Background: an optimization exercise with open tools, aiming at small area, a short achievable clock period and few clock cycles per item. Do not read the settings as production practice. Function was checked by simulation only, so behaviour that the tests miss may differ from the original. Power and IR drop assume default switching activity.

// ring_history_peak_tracker_top
module ring_history_peak_tracker_top #(
  parameter int unsigned DEPTH = 128
) (
  input  logic                                clk,
  input  logic                                rst_n,
  input  logic                                in_valid,
  output logic                                in_ready,
  input  logic signed [rhpt_pkg::VAL_W-1:0]   in_sample_value,
  input  logic        [rhpt_pkg::TIME_W-1:0]  in_sample_time,
  output logic                                out_valid,
  input  logic                                out_ready,
  output logic signed [rhpt_pkg::VAL_W-1:0]   out_current_value,
  output logic                                out_peak_found,
  output logic        [rhpt_pkg::PEAK_W-1:0]  out_peak_value,
  output logic        [rhpt_pkg::TIME_W-1:0]  out_peak_age_seconds,
  output logic        [rhpt_pkg::HOURS_W-1:0] out_peak_age_hours_q8,
  output logic        [rhpt_pkg::HELD_W-1:0]  out_entries_held,
  output logic                                out_ring_full
);
Size: about 7500 flip-flops.
==> flow/config.mk <==
export PLATFORM = sky130hd
export DESIGN_NAME = ring_history_peak_tracker_top
export DESIGN_NICKNAME = ring_history_peak_tracker_top
export VERILOG_FILES = /design/flow/design.v
export SDC_FILE = /design/flow/constraint.sdc
export NUM_CORES = 4
export LEC_CHECK = 0
export CAP_MARGIN = 20
export CORE_MARGIN = 2
export CORE_UTILIZATION = 55
export CTS_CLUSTER_DIAMETER = 60
export CTS_CLUSTER_SIZE = 30
export SLEW_MARGIN = 20
export SYNTH_MEMORY_MAX_BITS = 8192
==> flow/constraint.sdc <==
create_clock -name core_clock -period 10.0 [get_ports {clk}]
set_input_delay 2.0000 -clock core_clock [delete_from_list [all_inputs] [get_ports {clk}]]
set_output_delay 2.0000 -clock core_clock [all_outputs]
set_load 0.01 [all_outputs]
standard.sh (not shown) runs the stock make flow with config.mk's settings and CLKGATE_MAP_FILE= SYNTH_SCRIPT=/design/flow/synth_recipe.tcl, a recipe that flattens the netlist after the stock synthesis.
==> flow/flow/run.sh <==
#!/bin/bash
set -euo pipefail
bash standard.sh SETUP_SLACK_MARGIN=6.3 finish > flow_make.log 2>&1
The first run went through all stages and came out clean.
Testbench counts at the start, summed over its fixed seeds: cycles 2,608, items 2,560.
Change:
==> flow/flow/run.sh (replaced) <==
#!/bin/bash
set -euo pipefail
bash standard.sh SETUP_SLACK_MARGIN=6.1 finish > flow_make.log 2>&1
Result:
- non-clock buffer count fell by 119
- final area went down by 1.0%
- count of clock-buffer cells in the layout is unchanged
- routed wire length falls by about 2.3%
- hold slack gains 0.017 ns
- power is lower by 1.4%
- flip-flop and latch count is unchanged
- global-route usage drops by 0.41 points
- critical path depth does not change

Setup of run a:
ring_history_peak_tracker_top, a different RTL version from the one above (not shown whole).
Size in the first run: roughly 14000 cells after synthesis, ~160 I/O pins, roughly 270000 um^2 of cells after synthesis.
==> flow/config.mk <==
export PLATFORM = sky130hd
export DESIGN_NAME = ring_history_peak_tracker_top
export DESIGN_NICKNAME = ring_history_peak_tracker_top
export VERILOG_FILES = /design/flow/design.v
export SDC_FILE = /design/flow/constraint.sdc
export NUM_CORES = 4
export LEC_CHECK = 0
export CAP_MARGIN = 20
export CORE_MARGIN = 2
export CORE_UTILIZATION = 45
export CTS_CLUSTER_DIAMETER = 60
export CTS_CLUSTER_SIZE = 30
export SLEW_MARGIN = 20
export SYNTH_MEMORY_MAX_BITS = 8192
==> flow/constraint.sdc <==
create_clock -name core_clock -period 10.0 [get_ports {clk}]
set_input_delay 2.0000 -clock core_clock [delete_from_list [all_inputs] [get_ports {clk}]]
set_output_delay 2.0000 -clock core_clock [all_outputs]
set_load 0.01 [all_outputs]
==> flow/flow/run.sh <==
#!/bin/bash
set -euo pipefail
bash standard.sh SETUP_SLACK_MARGIN=6.5 finish > flow_make.log 2>&1
Testbench counts of run a, summed over its fixed seeds: cycles 2,608, items 2,560.
### run a -> run b
Settings: CORE_UTILIZATION: 45 -> 55.
==> flow/flow/run.sh <==
#!/bin/bash
set -euo pipefail
bash standard.sh SETUP_SLACK_MARGIN=6.1 finish > flow_make.log 2>&1
### Flow results
[compare] base=run a new=run b: final core utilization picked up an extra 9.2 points, overall die area lost 110000 um^2, highest clock rate picked up an extra 3.8 MHz. Comparing run b and run a, overall track demand over capacity in global routing is higher on run b. Run b ended up with fewer standard cells than run a.

## static timing again, ports no longer ideal
In the flow no input, the clock included, has a driving cell. The finished layouts below were timed again as built, in two steps.
Step 1: set_driving_cell puts a clkbuf_16 on clk and a buf_2 on each other input, an assumption about the parent block.
Step 2 times the ports against the registers' clock, not the clock port: input delays grow and output delays shrink by t, the midpoint of the rising clock arrivals with the driver on.
a / b / c = ideal ports / drivers / drivers and shift; a / b = the first two.
run	t (ns)	slack for setup (ns)	slew at the worst register clock pin (ns)	worst data-port slew with drivers (ns)
the first run of note 1	1.171	5.765 / 5.765 / 5.242	0.11 / 0.11	0.18
the second run of note 1	1.161	5.815 / 5.815 / 4.985	0.11 / 0.11	0.19
run a	1.154	5.670 / 5.670 / 5.617	0.11 / 0.11	0.05
run b	1.159	5.739 / 5.739 / 5.149	0.10 / 0.10	0.05
After both steps every run listed still meets setup and hold. The setup slack of the second run of note 1, which loses most, moves by 0.000 ns with the drivers and by -0.830 ns with both steps.
